Source: an optimization exercise on an open RTL-to-GDS flow (aim: small area and a short achievable clock period). Production flows keep margins and buffers that such runs may drop. Only simulation tests tie the RTL to the original design; equivalence was not proved. Power and IR drop assume default switching activity.

==> job 4062 <==
==> flow/design.v <==
`timescale 1ns/1ps
module code_ram (
    input  logic                         clk,
    input  logic                         rst_n,
    input  logic                         we,
    input  logic [32-1:0]      wr_hold,
    input  logic [32-1:0]  rd_word,
    input  logic [32-1:0]      rd_bit,
    output logic                         chip
);
    localparam int NW = 32;
    localparam int WW = 32;
    logic [4:0]    wr_idx;
    logic [3:0]    wr_phi;
    logic [7:0]    wr_plo;
    logic [3:0]    wr_phi_n;
    logic [7:0]    wr_plo_n;
    logic [NW-1:0] wsel;
    logic [NW-1:0] whold;
    logic [WW-1:0] col;
    logic          fwd;
    logic          rd_q;
    always_ff @(posedge clk or negedge rst_n) begin
        if (!rst_n) begin
            wr_idx <= '0;
        end else if (we) begin
            wr_idx <= wr_idx + 1'b1;
        end else begin
            wr_idx <= '0;
        end
    end
    always_ff @(posedge clk) begin
        for (int i = 0; i < 4; i++) begin
            wr_phi[i]   <= we && (wr_idx[4:3] == 2'(i));
            wr_phi_n[i] <= !(we && (wr_idx[4:3] == 2'(i)));
        end
        for (int i = 0; i < 8; i++) begin
            wr_plo[i]   <= (wr_idx[2:0] == 3'(i));
            wr_plo_n[i] <= (wr_idx[2:0] != 3'(i));
        end
    end
    always_comb begin
        for (int w = 0; w < NW; w++) begin
            wsel[w]  = wr_phi[w / 8] && wr_plo[w % 8];
            whold[w] = wr_phi_n[w / 8] || wr_plo_n[w % 8];
        end
    end
    logic [WW-1:0] mem [NW];
    for (genvar w = 0; w < NW; w++) begin : g_word
        for (genvar b = 0; b < WW; b++) begin : g_bit
            if (w == 0 && b == 0) begin : g_none
                assign mem[w][b] = 1'b0;
            end else begin : g_ff
                logic q;
                always_ff @(posedge clk) begin
                    q <= (wsel[w] & wr_hold[b]) | (whold[w] & q);
                end
                assign mem[w][b] = q;
            end
        end
    end
    always_comb begin
        for (int b = 0; b < WW; b++) begin
            col[b] = 1'b0;
            for (int w = 0; w < NW; w++) begin
                col[b] = col[b] | (rd_word[w] & mem[w][b]);
            end
        end
        fwd  = |(wsel & rd_word);
        rd_q = fwd ? |(rd_bit & wr_hold) : |(rd_bit & col);
    end
    always_ff @(posedge clk or negedge rst_n) begin
        if (!rst_n) begin
            chip <= 1'b0;
        end else begin
            chip <= rd_q;
        end
    end
endmodule
`timescale 1ns/1ps
module code_phase_gen (
    input  logic                         clk,
    input  logic                         rst_n,
    input  logic                         code_tick,
    input  logic                         delay_load,
    input  logic [10-1:0] delay_new,
    output logic [32-1:0]  rd_word,
    output logic [32-1:0]      rd_bit
);
    localparam int AW = 10;
    localparam int NW = 32;
    localparam int WW = 32;
    logic [AW-1:0] chip_cnt;
    logic [AW-1:0] diff;
    logic          tick_d;
    logic [AW-1:0] load_addr;
    function automatic logic [AW-1:0] inc1023(input logic [AW-1:0] x);
        logic [AW-1:0] r;
        for (int i = 0; i < AW; i++) begin
            r[i] = x[i] ^ ((x & ((10'd1 << i) - 10'd1)) == ((10'd1 << i) - 10'd1));
        end
        r[0] = r[0] | (&x);
        inc1023 = r;
    endfunction
    function automatic logic [AW-1:0] inc2_1023(input logic [AW-1:0] x);
        logic [AW-1:0] r;
        r[0] = x[0];
        for (int i = 1; i < AW; i++) begin
            r[i] = x[i] ^ ((x & ((10'd1 << i) - 10'd2)) == ((10'd1 << i) - 10'd2));
        end
        if (&x[AW-1:1]) begin
            r = {8'd0, x[0], ~x[0]};
        end
        inc2_1023 = r;
    endfunction
    function automatic logic [AW-1:0] sub1023(input logic [AW-1:0] x, input logic [AW-1:0] m);
        logic [AW-1:0] y, p, g, h, gg, hh, gn, hn, r;
        logic          gall;
        y  = ~m;
        p  = x ^ y;
        g  = x & y;
        h  = x | y;
        gg = g;
        hh = h;
        for (int d = 1; d < AW; d = d * 2) begin
            gn = gg;
            hn = hh;
            for (int i = d; i < AW; i++) begin
                gn[i] = gg[i] | (hh[i] & gg[i-d]);
                hn[i] = hh[i] & hh[i-d];
            end
            gg = gn;
            hh = hn;
        end
        gall = gg[AW-1];
        r[0] = p[0] ^ gall;
        for (int i = 1; i < AW; i++) begin
            r[i] = p[i] ^ (gg[i-1] | (hh[i-1] & gall));
        end
        sub1023 = r;
    endfunction
    always_ff @(posedge clk) begin
        diff <= sub1023(chip_cnt, delay_new);
    end
    always_comb begin
        if (code_tick) begin
            load_addr = tick_d ? inc2_1023(diff) : inc1023(diff);
        end else begin
            load_addr = tick_d ? inc1023(diff) : diff;
        end
    end
    always_ff @(posedge clk or negedge rst_n) begin
        if (!rst_n) begin
            chip_cnt <= 10'd1;
            tick_d   <= 1'b0;
            rd_word  <= NW'(1);
            rd_bit   <= WW'(2);
        end else begin
            tick_d <= code_tick;
            if (code_tick) begin
                chip_cnt <= inc1023(chip_cnt);
            end
            if (delay_load) begin
                for (int i = 0; i < NW; i++) begin
                    rd_word[i] <= (load_addr[9:5] == 5'(i));
                end
                for (int i = 0; i < WW; i++) begin
                    rd_bit[i] <= (load_addr[4:0] == 5'(i));
                end
            end else if (code_tick) begin
                if (rd_word[NW-1] && rd_bit[WW-1]) begin
                    rd_word <= NW'(1);
                    rd_bit  <= WW'(2);
                end else begin
                    rd_bit <= {rd_bit[WW-2:0], rd_bit[WW-1]};
                    if (rd_bit[WW-1]) begin
                        rd_word <= {rd_word[NW-2:0], rd_word[NW-1]};
                    end
                end
            end
        end
    end
endmodule
`timescale 1ns/1ps
module ctrl_word_ram (
    input  logic                         clk,
    input  logic                         rst_n,
    input  logic                         we,
    input  logic [32-1:0]      wr_hold,
    output logic [32-1:0]      word0,
    output logic [32-1:0]      word1,
    output logic [32-1:0]      word2,
    output logic [10-1:0] word3
);
    logic [1:0] wr_idx;
    logic [3:0] wr_pend;
    always_ff @(posedge clk or negedge rst_n) begin
        if (!rst_n) begin
            wr_idx <= 2'd0;
        end else if (we) begin
            wr_idx <= wr_idx + 2'd1;
        end else begin
            wr_idx <= 2'd0;
        end
    end
    always_ff @(posedge clk) begin
        for (int k = 0; k < 4; k++) begin
            wr_pend[k] <= we && (wr_idx == 2'(k));
        end
    end
    always_ff @(posedge clk) begin
        word0 <= ({32{wr_pend[0]}} & wr_hold) | ({32{~wr_pend[0]}} & word0);
        word1 <= ({32{wr_pend[1]}} & wr_hold) | ({32{~wr_pend[1]}} & word1);
        word2 <= ({32{wr_pend[2]}} & wr_hold) | ({32{~wr_pend[2]}} & word2);
        word3 <= ({10{wr_pend[3]}} & wr_hold[10-1:0])
               | ({10{~wr_pend[3]}} & word3);
    end
endmodule
`timescale 1ns/1ps
module ctrl_update_seq (
    input  logic                        clk,
    input  logic                        rst_n,
    input  logic                        busy,
    output logic [4-1:0] load_sel
);
    localparam int DIV_W = $clog2(10000);
    logic [DIV_W-1:0] div_cnt;
    logic             upd_tick;
    logic             seq_start;
    assign upd_tick = (div_cnt == DIV_W'(10000 - 1));
    always_ff @(posedge clk or negedge rst_n) begin
        if (!rst_n) begin
            div_cnt <= '0;
        end else if (upd_tick) begin
            div_cnt <= '0;
        end else begin
            div_cnt <= div_cnt + 1'b1;
        end
    end
    always_ff @(posedge clk or negedge rst_n) begin
        if (!rst_n) begin
            seq_start <= 1'b0;
            load_sel  <= '0;
        end else begin
            seq_start <= upd_tick && !busy;
            load_sel  <= {load_sel[4-2:0], seq_start};
        end
    end
endmodule
`timescale 1ns/1ps
module gnss_channel (
    input  logic                          clk,
    input  logic                          rst_n,
    input  logic [32-1:0]       wr_hold,
    input  logic                          code_we,
    input  logic                          ctrl_we,
    input  logic                          code_tick,
    input  logic [4-1:0]   load_sel,
    output logic [3*32-1:0]     params,
    output logic                          code_bit
);
    localparam int W = 32;
    logic [W-1:0]                 word0, word1, word2;
    logic [10-1:0] word3;
    logic [W-1:0]                 carrier_freq;
    logic [W-1:0]                 code_freq;
    logic [W-1:0]                 code_phase;
    logic [32-1:0]  code_word;
    logic [32-1:0]      code_sel;
    localparam logic [W-1:0] CODE_FREQ_RST = 32'd2746095;
    assign params = {carrier_freq, code_freq, code_phase};
    ctrl_word_ram ctrl_word_ram_i (
        .clk     (clk),
        .rst_n   (rst_n),
        .we      (ctrl_we),
        .wr_hold (wr_hold),
        .word0   (word0),
        .word1   (word1),
        .word2   (word2),
        .word3   (word3)
    );
    always_ff @(posedge clk or negedge rst_n) begin
        if (!rst_n) begin
            carrier_freq <= 32'd0;
            code_freq    <= 32'd2746095;
            code_phase   <= 32'd0;
        end else begin
            carrier_freq <= ({W{load_sel[0]}} & word0) | ({W{~load_sel[0]}} & carrier_freq);
            code_freq    <= ({W{load_sel[1]}} & word1) | ({W{~load_sel[1]}} & code_freq);
            code_phase   <= ({W{load_sel[2]}} & word2) | ({W{~load_sel[2]}} & code_phase);
        end
    end
    code_phase_gen code_phase_gen_i (
        .clk        (clk),
        .rst_n      (rst_n),
        .code_tick  (code_tick),
        .delay_load (load_sel[3]),
        .delay_new  (word3),
        .rd_word    (code_word),
        .rd_bit     (code_sel)
    );
    code_ram code_ram_i (
        .clk     (clk),
        .rst_n   (rst_n),
        .we      (code_we),
        .wr_hold (wr_hold),
        .rd_word (code_word),
        .rd_bit  (code_sel),
        .chip    (code_bit)
    );
endmodule
`timescale 1ns/1ps
module gnss_baseband_top (
    input  logic                                     clk,
    input  logic                                     rst_n,
    input  logic [32-1:0]                  wr_data,
    input  logic [2*4-1:0]              wr_en,
    input  logic [4-1:0]                code_tick,
    output logic [3*32*4-1:0] params,
    output logic [4-1:0]                code_bit
);
    localparam int PARAMS_W = 3 * 32;
    logic [4-1:0] load_sel;
    logic                        busy;
    logic [32-1:0]     wr_hold;
    assign busy = |wr_en;
    always_ff @(posedge clk) begin
        wr_hold <= wr_data;
    end
    ctrl_update_seq ctrl_update_seq_i (
        .clk      (clk),
        .rst_n    (rst_n),
        .busy     (busy),
        .load_sel (load_sel)
    );
    for (genvar ch = 0; ch < 4; ch++) begin : g_chan
        gnss_channel gnss_channel_i (
            .clk       (clk),
            .rst_n     (rst_n),
            .wr_hold   (wr_hold),
            .code_we   (wr_en[4 + ch]),
            .ctrl_we   (wr_en[ch]),
            .code_tick (code_tick[ch]),
            .load_sel  (load_sel),
            .params    (params[ch*PARAMS_W +: PARAMS_W]),
            .code_bit  (code_bit[ch])
        );
    end
endmodule
==> flow/run.sh <==
#!/bin/bash
# synth_recipe.tcl (not shown) runs the flow's synth.tcl, then flattens the netlist and writes it again
# the make line also repeats each setting of config.mk as NAME=value (left out here)
make -C /OpenROAD-flow-scripts/flow DESIGN_CONFIG=/design/flow/config.mk WORK_HOME=/design/flow/orfs CLKGATE_MAP_FILE= SYNTH_SCRIPT=/design/flow/synth_recipe.tcl finish
==> flow/config.mk <==
export PLATFORM = sky130hd
export DESIGN_NAME = gnss_baseband_top
export DESIGN_NICKNAME = gnss_baseband_top
export VERILOG_FILES = /design/flow/design.v
export SDC_FILE = /design/flow/constraint.sdc
export NUM_CORES = 4
export LEC_CHECK = 0
export CAP_MARGIN = 20
export CORE_MARGIN = 2
export CORE_UTILIZATION = 35
export CTS_CLUSTER_DIAMETER = 80
export CTS_CLUSTER_SIZE = 25
export PLACE_DENSITY = 0.5
export SETUP_SLACK_MARGIN = 4
export SLEW_MARGIN = 20
==> flow/constraint.sdc <==
create_clock -name core_clock -period 7.0 [get_ports {clk}]
set_input_delay 1.4000 -clock core_clock [delete_from_list [all_inputs] [get_ports {clk}]]
set_output_delay 1.4000 -clock core_clock [all_outputs]
set_load 0.01 [all_outputs]
==> job 789: changes against job 4062 <==
--- a/flow/design.v
+++ b/flow/design.v
@@ -3,23 +3,18 @@
     input  logic                         clk,
     input  logic                         rst_n,
     input  logic                         we,
-    input  logic [32-1:0]      wr_hold,
-    input  logic [32-1:0]  rd_word,
-    input  logic [32-1:0]      rd_bit,
+    input  logic [32-1:0]      wr_data,
+    input  logic [10-1:0] rd_addr,
     output logic                         chip
 );
     localparam int NW = 32;
     localparam int WW = 32;
     logic [4:0]    wr_idx;
-    logic [3:0]    wr_phi;
-    logic [7:0]    wr_plo;
-    logic [3:0]    wr_phi_n;
-    logic [7:0]    wr_plo_n;
     logic [NW-1:0] wsel;
-    logic [NW-1:0] whold;
+    logic [NW-1:0] wdec;
+    logic [WW-1:0] bdec;
     logic [WW-1:0] col;
-    logic          fwd;
-    logic          rd_q;
+    logic          rd_bit;
     always_ff @(posedge clk or negedge rst_n) begin
         if (!rst_n) begin
             wr_idx <= '0;
@@ -29,20 +24,13 @@
             wr_idx <= '0;
         end
     end
-    always_ff @(posedge clk) begin
-        for (int i = 0; i < 4; i++) begin
-            wr_phi[i]   <= we && (wr_idx[4:3] == 2'(i));
-            wr_phi_n[i] <= !(we && (wr_idx[4:3] == 2'(i)));
-        end
-        for (int i = 0; i < 8; i++) begin
-            wr_plo[i]   <= (wr_idx[2:0] == 3'(i));
-            wr_plo_n[i] <= (wr_idx[2:0] != 3'(i));
-        end
-    end
     always_comb begin
         for (int w = 0; w < NW; w++) begin
-            wsel[w]  = wr_phi[w / 8] && wr_plo[w % 8];
-            whold[w] = wr_phi_n[w / 8] || wr_plo_n[w % 8];
+            wsel[w] = we && (wr_idx == 5'(w));
+            wdec[w] = (rd_addr[9:5] == 5'(w));
+        end
+        for (int b = 0; b < WW; b++) begin
+            bdec[b] = (rd_addr[4:0] == 5'(b));
         end
     end
     logic [WW-1:0] mem [NW];
@@ -53,7 +41,7 @@
             end else begin : g_ff
                 logic q;
                 always_ff @(posedge clk) begin
-                    q <= (wsel[w] & wr_hold[b]) | (whold[w] & q);
+                    q <= (wsel[w] & wr_data[b]) | (~wsel[w] & q);
                 end
                 assign mem[w][b] = q;
             end
@@ -63,17 +51,16 @@
         for (int b = 0; b < WW; b++) begin
             col[b] = 1'b0;
             for (int w = 0; w < NW; w++) begin
-                col[b] = col[b] | (rd_word[w] & mem[w][b]);
+                col[b] = col[b] | (wdec[w] & mem[w][b]);
             end
         end
-        fwd  = |(wsel & rd_word);
-        rd_q = fwd ? |(rd_bit & wr_hold) : |(rd_bit & col);
+        rd_bit = |(bdec & col);
     end
     always_ff @(posedge clk or negedge rst_n) begin
         if (!rst_n) begin
             chip <= 1'b0;
         end else begin
-            chip <= rd_q;
+            chip <= rd_bit;
         end
     end
 endmodule
@@ -84,99 +71,38 @@
     input  logic                         code_tick,
     input  logic                         delay_load,
     input  logic [10-1:0] delay_new,
-    output logic [32-1:0]  rd_word,
-    output logic [32-1:0]      rd_bit
+    output logic [10-1:0] rd_addr
 );
     localparam int AW = 10;
-    localparam int NW = 32;
-    localparam int WW = 32;
     logic [AW-1:0] chip_cnt;
-    logic [AW-1:0] diff;
-    logic          tick_d;
-    logic [AW-1:0] load_addr;
+    logic [AW-1:0] chip_inc;
+    logic [AW-1:0] addr_inc;
+    logic [AW-1:0] sub_now;
+    logic [AW-1:0] sub_inc;
     function automatic logic [AW-1:0] inc1023(input logic [AW-1:0] x);
-        logic [AW-1:0] r;
-        for (int i = 0; i < AW; i++) begin
-            r[i] = x[i] ^ ((x & ((10'd1 << i) - 10'd1)) == ((10'd1 << i) - 10'd1));
-        end
-        r[0] = r[0] | (&x);
-        inc1023 = r;
-    endfunction
-    function automatic logic [AW-1:0] inc2_1023(input logic [AW-1:0] x);
-        logic [AW-1:0] r;
-        r[0] = x[0];
-        for (int i = 1; i < AW; i++) begin
-            r[i] = x[i] ^ ((x & ((10'd1 << i) - 10'd2)) == ((10'd1 << i) - 10'd2));
-        end
-        if (&x[AW-1:1]) begin
-            r = {8'd0, x[0], ~x[0]};
-        end
-        inc2_1023 = r;
+        inc1023 = (x == 10'd1023) ? 10'd1 : x + 10'd1;
     endfunction
     function automatic logic [AW-1:0] sub1023(input logic [AW-1:0] x, input logic [AW-1:0] m);
-        logic [AW-1:0] y, p, g, h, gg, hh, gn, hn, r;
-        logic          gall;
-        y  = ~m;
-        p  = x ^ y;
-        g  = x & y;
-        h  = x | y;
-        gg = g;
-        hh = h;
-        for (int d = 1; d < AW; d = d * 2) begin
-            gn = gg;
-            hn = hh;
-            for (int i = d; i < AW; i++) begin
-                gn[i] = gg[i] | (hh[i] & gg[i-d]);
-                hn[i] = hh[i] & hh[i-d];
-            end
-            gg = gn;
-            hh = hn;
-        end
-        gall = gg[AW-1];
-        r[0] = p[0] ^ gall;
-        for (int i = 1; i < AW; i++) begin
-            r[i] = p[i] ^ (gg[i-1] | (hh[i-1] & gall));
-        end
-        sub1023 = r;
+        logic [AW:0] s;
+        s = {1'b0, x} + {1'b0, ~m};
+        sub1023 = s[AW-1:0] + {{(AW-1){1'b0}}, s[AW]};
     endfunction
-    always_ff @(posedge clk) begin
-        diff <= sub1023(chip_cnt, delay_new);
-    end
-    always_comb begin
-        if (code_tick) begin
-            load_addr = tick_d ? inc2_1023(diff) : inc1023(diff);
-        end else begin
-            load_addr = tick_d ? inc1023(diff) : diff;
-        end
-    end
+    assign chip_inc = inc1023(chip_cnt);
+    assign addr_inc = inc1023(rd_addr);
+    assign sub_now  = sub1023(chip_cnt, delay_new);
+    assign sub_inc  = sub1023(chip_inc, delay_new);
     always_ff @(posedge clk or negedge rst_n) begin
         if (!rst_n) begin
             chip_cnt <= 10'd1;
-            tick_d   <= 1'b0;
-            rd_word  <= NW'(1);
-            rd_bit   <= WW'(2);
+            rd_addr  <= 10'd1;
         end else begin
-            tick_d <= code_tick;
             if (code_tick) begin
-                chip_cnt <= inc1023(chip_cnt);
+                chip_cnt <= chip_inc;
             end
             if (delay_load) begin
-                for (int i = 0; i < NW; i++) begin
-                    rd_word[i] <= (load_addr[9:5] == 5'(i));
-                end
-                for (int i = 0; i < WW; i++) begin
-                    rd_bit[i] <= (load_addr[4:0] == 5'(i));
-                end
+                rd_addr <= code_tick ? sub_inc : sub_now;
             end else if (code_tick) begin
-                if (rd_word[NW-1] && rd_bit[WW-1]) begin
-                    rd_word <= NW'(1);
-                    rd_bit  <= WW'(2);
-                end else begin
-                    rd_bit <= {rd_bit[WW-2:0], rd_bit[WW-1]};
-                    if (rd_bit[WW-1]) begin
-                        rd_word <= {rd_word[NW-2:0], rd_word[NW-1]};
-                    end
-                end
+                rd_addr <= addr_inc;
             end
         end
     end
@@ -251,6 +177,7 @@
 module gnss_channel (
     input  logic                          clk,
     input  logic                          rst_n,
+    input  logic [32-1:0]       wr_data,
     input  logic [32-1:0]       wr_hold,
     input  logic                          code_we,
     input  logic                          ctrl_we,
@@ -265,8 +192,7 @@
     logic [W-1:0]                 carrier_freq;
     logic [W-1:0]                 code_freq;
     logic [W-1:0]                 code_phase;
-    logic [32-1:0]  code_word;
-    logic [32-1:0]      code_sel;
+    logic [10-1:0] code_addr;
     localparam logic [W-1:0] CODE_FREQ_RST = 32'd2746095;
     assign params = {carrier_freq, code_freq, code_phase};
     ctrl_word_ram ctrl_word_ram_i (
@@ -296,16 +222,14 @@
         .code_tick  (code_tick),
         .delay_load (load_sel[3]),
         .delay_new  (word3),
-        .rd_word    (code_word),
-        .rd_bit     (code_sel)
+        .rd_addr    (code_addr)
     );
     code_ram code_ram_i (
         .clk     (clk),
         .rst_n   (rst_n),
         .we      (code_we),
-        .wr_hold (wr_hold),
-        .rd_word (code_word),
-        .rd_bit  (code_sel),
+        .wr_data (wr_data),
+        .rd_addr (code_addr),
         .chip    (code_bit)
     );
 endmodule
@@ -337,6 +261,7 @@
         gnss_channel gnss_channel_i (
             .clk       (clk),
             .rst_n     (rst_n),
+            .wr_data   (wr_data),
             .wr_hold   (wr_hold),
             .code_we   (wr_en[4 + ch]),
             .ctrl_we   (wr_en[ch]),
Settings changed: CTS_CLUSTER_DIAMETER 80 to unset, CTS_CLUSTER_SIZE 25 to unset, SETUP_SLACK_MARGIN 4 to unset.
==> job 3355: changes against job 4062 <==
--- a/flow/design.v
+++ b/flow/design.v
@@ -5,7 +5,7 @@
     input  logic                         we,
     input  logic [32-1:0]      wr_hold,
     input  logic [32-1:0]  rd_word,
-    input  logic [32-1:0]      rd_bit,
+    input  logic [4:0]                   rd_lo,
     output logic                         chip
 );
     localparam int NW = 32;
@@ -18,6 +18,7 @@
     logic [NW-1:0] wsel;
     logic [NW-1:0] whold;
     logic [WW-1:0] col;
+    logic [WW-1:0] rd_bit;
     logic          fwd;
     logic          rd_q;
     always_ff @(posedge clk or negedge rst_n) begin
@@ -61,6 +62,9 @@
     end
     always_comb begin
         for (int b = 0; b < WW; b++) begin
+            rd_bit[b] = (rd_lo == 5'(b));
+        end
+        for (int b = 0; b < WW; b++) begin
             col[b] = 1'b0;
             for (int w = 0; w < NW; w++) begin
                 col[b] = col[b] | (rd_word[w] & mem[w][b]);
@@ -85,7 +89,7 @@
     input  logic                         delay_load,
     input  logic [10-1:0] delay_new,
     output logic [32-1:0]  rd_word,
-    output logic [32-1:0]      rd_bit
+    output logic [4:0]                   rd_lo
 );
     localparam int AW = 10;
     localparam int NW = 32;
@@ -154,7 +158,7 @@
             chip_cnt <= 10'd1;
             tick_d   <= 1'b0;
             rd_word  <= NW'(1);
-            rd_bit   <= WW'(2);
+            rd_lo    <= 5'd1;
         end else begin
             tick_d <= code_tick;
             if (code_tick) begin
@@ -164,16 +168,14 @@
                 for (int i = 0; i < NW; i++) begin
                     rd_word[i] <= (load_addr[9:5] == 5'(i));
                 end
-                for (int i = 0; i < WW; i++) begin
-                    rd_bit[i] <= (load_addr[4:0] == 5'(i));
-                end
+                rd_lo <= load_addr[4:0];
             end else if (code_tick) begin
-                if (rd_word[NW-1] && rd_bit[WW-1]) begin
+                if (rd_word[NW-1] && (&rd_lo)) begin
                     rd_word <= NW'(1);
-                    rd_bit  <= WW'(2);
+                    rd_lo   <= 5'd1;
                 end else begin
-                    rd_bit <= {rd_bit[WW-2:0], rd_bit[WW-1]};
-                    if (rd_bit[WW-1]) begin
+                    rd_lo <= rd_lo + 5'd1;
+                    if (&rd_lo) begin
                         rd_word <= {rd_word[NW-2:0], rd_word[NW-1]};
                     end
                 end
@@ -221,7 +223,8 @@
     input  logic                        clk,
     input  logic                        rst_n,
     input  logic                        busy,
-    output logic [4-1:0] load_sel
+    output logic [4-1:0] load_sel,
+    output logic [4-1:0] load_hold
 );
     localparam int DIV_W = $clog2(10000);
     logic [DIV_W-1:0] div_cnt;
@@ -241,9 +244,11 @@
         if (!rst_n) begin
             seq_start <= 1'b0;
             load_sel  <= '0;
+            load_hold <= '1;
         end else begin
             seq_start <= upd_tick && !busy;
             load_sel  <= {load_sel[4-2:0], seq_start};
+            load_hold <= {load_hold[4-2:0], !seq_start};
         end
     end
 endmodule
@@ -256,6 +261,7 @@
     input  logic                          ctrl_we,
     input  logic                          code_tick,
     input  logic [4-1:0]   load_sel,
+    input  logic [4-1:0]   load_hold,
     output logic [3*32-1:0]     params,
     output logic                          code_bit
 );
@@ -264,10 +270,12 @@
     logic [10-1:0] word3;
     logic [W-1:0]                 carrier_freq;
     logic [W-1:0]                 code_freq;
+    logic [W-1:0]                 code_freq_x;
     logic [W-1:0]                 code_phase;
     logic [32-1:0]  code_word;
-    logic [32-1:0]      code_sel;
+    logic [4:0]                   code_lo;
     localparam logic [W-1:0] CODE_FREQ_RST = 32'd2746095;
+    assign code_freq = code_freq_x ^ CODE_FREQ_RST;
     assign params = {carrier_freq, code_freq, code_phase};
     ctrl_word_ram ctrl_word_ram_i (
         .clk     (clk),
@@ -282,12 +290,12 @@
     always_ff @(posedge clk or negedge rst_n) begin
         if (!rst_n) begin
             carrier_freq <= 32'd0;
-            code_freq    <= 32'd2746095;
+            code_freq_x  <= '0;
             code_phase   <= 32'd0;
         end else begin
-            carrier_freq <= ({W{load_sel[0]}} & word0) | ({W{~load_sel[0]}} & carrier_freq);
-            code_freq    <= ({W{load_sel[1]}} & word1) | ({W{~load_sel[1]}} & code_freq);
-            code_phase   <= ({W{load_sel[2]}} & word2) | ({W{~load_sel[2]}} & code_phase);
+            carrier_freq <= ({W{load_sel[0]}} & word0) | ({W{load_hold[0]}} & carrier_freq);
+            code_freq_x  <= ({W{load_sel[1]}} & (word1 ^ CODE_FREQ_RST)) | ({W{load_hold[1]}} & code_freq_x);
+            code_phase   <= ({W{load_sel[2]}} & word2) | ({W{load_hold[2]}} & code_phase);
         end
     end
     code_phase_gen code_phase_gen_i (
@@ -297,7 +305,7 @@
         .delay_load (load_sel[3]),
         .delay_new  (word3),
         .rd_word    (code_word),
-        .rd_bit     (code_sel)
+        .rd_lo      (code_lo)
     );
     code_ram code_ram_i (
         .clk     (clk),
@@ -305,7 +313,7 @@
         .we      (code_we),
         .wr_hold (wr_hold),
         .rd_word (code_word),
-        .rd_bit  (code_sel),
+        .rd_lo   (code_lo),
         .chip    (code_bit)
     );
 endmodule
@@ -321,6 +329,7 @@
 );
     localparam int PARAMS_W = 3 * 32;
     logic [4-1:0] load_sel;
+    logic [4-1:0] load_hold;
     logic                        busy;
     logic [32-1:0]     wr_hold;
     assign busy = |wr_en;
@@ -331,7 +340,8 @@
         .clk      (clk),
         .rst_n    (rst_n),
         .busy     (busy),
-        .load_sel (load_sel)
+        .load_sel  (load_sel),
+        .load_hold (load_hold)
     );
     for (genvar ch = 0; ch < 4; ch++) begin : g_chan
         gnss_channel gnss_channel_i (
@@ -342,6 +352,7 @@
             .ctrl_we   (wr_en[ch]),
             .code_tick (code_tick[ch]),
             .load_sel  (load_sel),
+            .load_hold (load_hold),
             .params    (params[ch*PARAMS_W +: PARAMS_W]),
             .code_bit  (code_bit[ch])
         );
Settings changed: CORE_UTILIZATION 35 to 55, PLACE_DENSITY 0.5 to 0.65.
==> run summary <==
quantity	job 4062	job 789	job 3355
Highest fanout seen on the critical path	11	6	17
Final instance count without filler cells	24600	19500	21500
Max VDD drop	0.000239 V	0.000308 V	0.000291 V
Post-synthesis net count	17600	11100	17500
Time the final worst path needs with I/O delays and setup	3.29 ns	5.98 ns	3.14 ns
Average size of a mapped cell	11.6 um^2	17.4 um^2	11.5 um^2
First-pass GRT wire length	1350000 um	965000 um	1200000 um
Clock group total power	20.5 mW	28.3 mW	16.9 mW
Static leakage power	88.3 nW	76.3 nW	84.9 nW
Crit. path cell count	8	23	9
Result of the run	finished clean	finished clean	finished clean
Die Ht	763 um	741 um	603 um
Row Count	278	270	220
Post-DR wirelength/cell	40.7 um	36.7 um	40.6 um
Max incr delay on CP	0.73 ns	0.68 ns	0.50 ns
Cell at the slowest stage of the critical path	sky130_fd_sc_hd__o41ai_4	sky130_fd_sc_hd__or4b_2	sky130_fd_sc_hd__dfrtp_4
Sw power	16.7 mW	18.1 mW	16.7 mW
NumNets Final	17000	12000	16900

separate check: timing with driven ports:
The flow's constraints put no driver on any port. The routed layouts listed below were extracted and timed again, unchanged, in two steps.
Step 1: set_driving_cell puts a clkbuf_16 on clk and a buf_2 on each other input, an assumption about the parent block.
Step 2 also shifts input and output timing later by t, the mid clock arrival at the registers, as if the neighbouring blocks saw the same clock.
a / b / c = ideal ports / drivers / drivers and shift; a / b = the first two.
run	t (ns)	setup WS [ns]	hold WS [ns]
job 4062	1.153	3.705 / 3.679 / 2.853	0.322 / 0.247 / 0.358
job 789	1.204	1.021 / 1.021 / 1.021	0.319 / 0.242 / 0.353
job 3355	1.153	3.858 / 3.770 / 3.140	0.334 / 0.276 / 0.408
After both steps setup and hold are still met in every run listed. For job 4062, which loses most, drivers alone change the setup slack by -0.026 ns; drivers and shift together by -0.852 ns.
